This is an optimization exercise on Yosys and OpenROAD, whose aim is small area, a short achievable clock period and few clock cycles per item, not a production implementation. In this exercise RTL edits were held to simulation tests only and were not proved equivalent to the original.

## cordic_vector
module cordic_vector (
  input  logic        clk,
  input  logic        reset,
  input  logic [31:0] x_in,
  input  logic [31:0] y_in,
  input  logic        in_valid,
  output logic        in_ready,
  output logic [31:0] angle,
  output logic [31:0] magnitude,
  output logic        out_valid,
  input  logic        out_ready
);
  function automatic logic [31:0] ztab1(input logic [4:0] ztab1_k);
  ...
export LEC_CHECK = 0
export CAP_MARGIN = 20
export CORE_MARGIN = 2
export CORE_UTILIZATION = 45
export CTS_CLUSTER_DIAMETER = 120
export CTS_CLUSTER_SIZE = 25
export SLEW_MARGIN = 20
create_clock -name core_clock -period 12.0 [get_ports {clk}]
standard.sh (not shown) runs the stock make flow with config.mk's settings and CLKGATE_MAP_FILE= SYNTH_SCRIPT=/design/flow/synth_recipe.tcl, a recipe that flattens the netlist after the stock synthesis.
==> flow/flow/run.sh <==
#!/bin/bash
# The standard layout, with the resizer allowed to change cell footprints and asked for
# more setup slack than the constraint needs, so that it shortens the critical paths.
set -euo pipefail
bash standard.sh synth > synth.log 2>&1
bash standard.sh MATCH_CELL_FOOTPRINT=0 SETUP_SLACK_MARGIN=8.0 finish > layout.log 2>&1
Testbench counts at the start, summed over its fixed seeds: cycles 2,320, items 2,048.
Next try:
--- a/flow/flow/run.sh
+++ b/flow/flow/run.sh
@@ -5,2 +5,2 @@
 bash standard.sh synth > synth.log 2>&1
-bash standard.sh MATCH_CELL_FOOTPRINT=0 SETUP_SLACK_MARGIN=8.0 finish > layout.log 2>&1
+bash standard.sh MATCH_CELL_FOOTPRINT=0 SETUP_SLACK_MARGIN=8.1 finish > layout.log 2>&1
The changed run finished clean.
Maximum frequency hardly moves.
Global-route usage is higher by 0.11 points.
Non-clock buffer count is higher by 72.
Core utilization is higher by 0.25 points.
Worst setup slack gets better by 0.0068 ns.
Final cell count is higher slightly.
Routed wire length is higher slightly.
Critical path depth is unchanged.
First-iteration DRC count is lower slightly.

* * *

## job 101
cordic_vector, a different RTL version from the one above (not shown whole).
For scale: about 14,000 cells after synthesis, ~130 I/O pins.
Design cordic_vector, start of the top module:
module cordic_vector (
  input  logic        clk,
  input  logic        reset,
  input  logic [31:0] x_in,
  input  logic [31:0] y_in,
  input  logic        in_valid,
  output logic        in_ready,
  output logic [31:0] angle,
  output logic [31:0] magnitude,
  output logic        out_valid,
  input  logic        out_ready
);
clock: 12.0 ns
lec_check: 0
abc_area: 1
cap_margin: 20
core_margin: 2
core_utilization: 50
cts_cluster_diameter: 120
cts_cluster_size: 25
slew_margin: 20
==> flow/flow/run.sh <==
#!/bin/bash
# The standard layout, with the resizer allowed to change cell footprints and asked for
# more setup slack than the constraint needs, so that it shortens the critical paths.
set -euo pipefail
bash standard.sh synth > synth.log 2>&1
bash standard.sh MATCH_CELL_FOOTPRINT=0 SETUP_SLACK_MARGIN=8.25 finish > layout.log 2>&1
Testbench counts of job 101, summed over its fixed seeds: cycles 2,320, items 2,048.
## Diff of input files: job 102 against job 101
Settings: ABC_AREA no longer set, was 1; CORE_UTILIZATION now 45, was 50.
diff --git a/flow/flow/run.sh b/flow/flow/run.sh
--- a/flow/flow/run.sh
+++ b/flow/flow/run.sh
@@ -4,3 +4,3 @@
 set -euo pipefail
 bash standard.sh synth > synth.log 2>&1
-bash standard.sh MATCH_CELL_FOOTPRINT=0 SETUP_SLACK_MARGIN=8.25 finish > layout.log 2>&1
+bash standard.sh MATCH_CELL_FOOTPRINT=0 SETUP_SLACK_MARGIN=8.1 finish > layout.log 2>&1
Results
Summary of job 102 over job 101: number of vias after detailed routing shows a reduction of 17%.
Final area, job 102 vs job 101: down by a few percent
Between job 102 and job 101, synthesized cell area is lower for job 102, job 101 comes in above that.
[job 102 vs job 101] first-pass GRT wire length: lower in job 102
Job 102 leaves less setup margin than job 101.
Job 102 vs. job 101: number of detailed-route iterations in the first pass decreased by 4 relative to the old numbers, final cycle utilization of the critical path increased by 0.45 points relative to the old numbers.
Here is what was changed in the inputs of job 103 compared with job 102.
Settings: swapping 45 for 55 in CORE_UTILIZATION; putting ABC_AREA at 1 where nothing was set.
==> comparison <==
- Number of inserted diodes ends up higher on job 103.
- Taking job 102 as the reference, in job 103 number of ordinary and repair buffers in the finished layout fell by about 33%.
- Going from job 102 to job 103, the synthesized cell count was found to have gone up by 3,173.
> inputs changed (job 103 -> job 104)
Settings: CORE_UTILIZATION now 45, was 55.
[summary]
When job 104 is set beside job 103, its area added between synthesis and finish turns out to be 0.73 points larger. Taking job 103 as the reference, in job 104 utilization after layout now smaller; routability congestion estimate from global placement now smaller; global-route wire length before repair now smaller; met1 layer usage reported by global route now smaller.

* * *

## lane 1
cordic_vector again, from the RTL that the note above started with.
==> flow/config.mk <==
export PLATFORM = sky130hd
export DESIGN_NAME = cordic_vector
export DESIGN_NICKNAME = cordic_vector
export VERILOG_FILES = /design/flow/design.v
export SDC_FILE = /design/flow/constraint.sdc
export NUM_CORES = 4
export LEC_CHECK = 0
export ABC_AREA = 1
export CAP_MARGIN = 20
export CORE_MARGIN = 2
export CORE_UTILIZATION = 50
export CTS_CLUSTER_DIAMETER = 120
export CTS_CLUSTER_SIZE = 25
export SLEW_MARGIN = 20
==> flow/constraint.sdc <==
create_clock -name core_clock -period 12.0 [get_ports {clk}]
set_input_delay 2.4000 -clock core_clock [delete_from_list [all_inputs] [get_ports {clk}]]
set_output_delay 2.4000 -clock core_clock [all_outputs]
set_load 0.01 [all_outputs]
==> flow/flow/run.sh <==
#!/bin/bash
# The standard layout, with the resizer allowed to change cell footprints and asked for
# more setup slack than the constraint needs, so that it shortens the critical paths.
set -euo pipefail
bash standard.sh synth > synth.log 2>&1
bash standard.sh MATCH_CELL_FOOTPRINT=0 SETUP_SLACK_MARGIN=8.1 finish > layout.log 2>&1
Testbench counts of lane 1, summed over its fixed seeds: cycles 2,320, items 2,048.
Here is what was changed in the inputs of lane 2 compared with lane 1.
- a deleted ABC_AREA that had been 1
diff --git a/flow/flow/run.sh b/flow/flow/run.sh
--- a/flow/flow/run.sh
+++ b/flow/flow/run.sh
@@ -6 +6 @@
-bash standard.sh MATCH_CELL_FOOTPRINT=0 SETUP_SLACK_MARGIN=8.1 finish > layout.log 2>&1
+bash standard.sh MATCH_CELL_FOOTPRINT=0 SETUP_SLACK_MARGIN=8.25 finish > layout.log 2>&1
Results
No run among lane 1 and lane 2 stopped early or left any final violation; all are clean.
Looking at remaining max-slew budget at the tightest pin, lane 2 sits 15 points below lane 1.
Relative to lane 1, utilization of the core after routing increased by 2.1 points in lane 2.
Lane 2 vs lane 1, critical path depth in cells went up by 10.
Post-detailed-routing wire length on lane 2 is down relative to lane 1.
Looking at most common cell after layout, fill and taps aside, the sky130_fd_sc_hd__edfxtp_1 result is from lane 2; the sky130_fd_sc_hd__nand2_1 one comes from lane 1.
Lane 1 has a higher horizontal extent of the die than lane 2.

==> afterwards: timing with drivers on the ports <==
Ports are ideal in the flow. The routed layouts listed here were re-timed in OpenROAD. Step 1, drivers: a clkbuf_16 drives clk and a buf_2 each remaining input, both assumed. Step 2 times the ports against the registers' clock, not the clock port: input delays grow and output delays shrink by t, the midpoint of the rising clock arrivals with the driver on. a / b / c = no drivers / after step 1 / after step 2; a / b = the first two.
run	t, ns	setup slack, ns	hold WS [ns]	worst setup path after step 2
the first run of note 1	0.978	7.306 / 7.306 / 7.119	0.385 / 0.385 / 0.385	input to register
the second run of note 1	0.979	7.313 / 7.313 / 7.199	0.386 / 0.386 / 0.386	input to register
job 101	0.996	8.129 / 8.033 / 7.380	0.413 / 0.413 / 0.413	input to register
job 102	0.995	8.075 / 8.012 / 7.143	0.369 / 0.369 / 0.369	input to register
job 103	0.994	8.103 / 8.001 / 7.274	0.419 / 0.419 / 0.419	input to register
job 104	1.001	8.116 / 8.007 / 7.277	0.345 / 0.345 / 0.345	input to register
lane 1	0.994	8.132 / 8.036 / 7.246	0.415 / 0.415 / 0.415	input to register
lane 2	0.911	8.025 / 8.081 / 7.170	0.413 / 0.413 / 0.413	input to register
After both steps setup and hold are still met in every run listed. The setup slack of job 102, which loses most, moves by -0.063 ns with the drivers and by -0.932 ns with both steps.
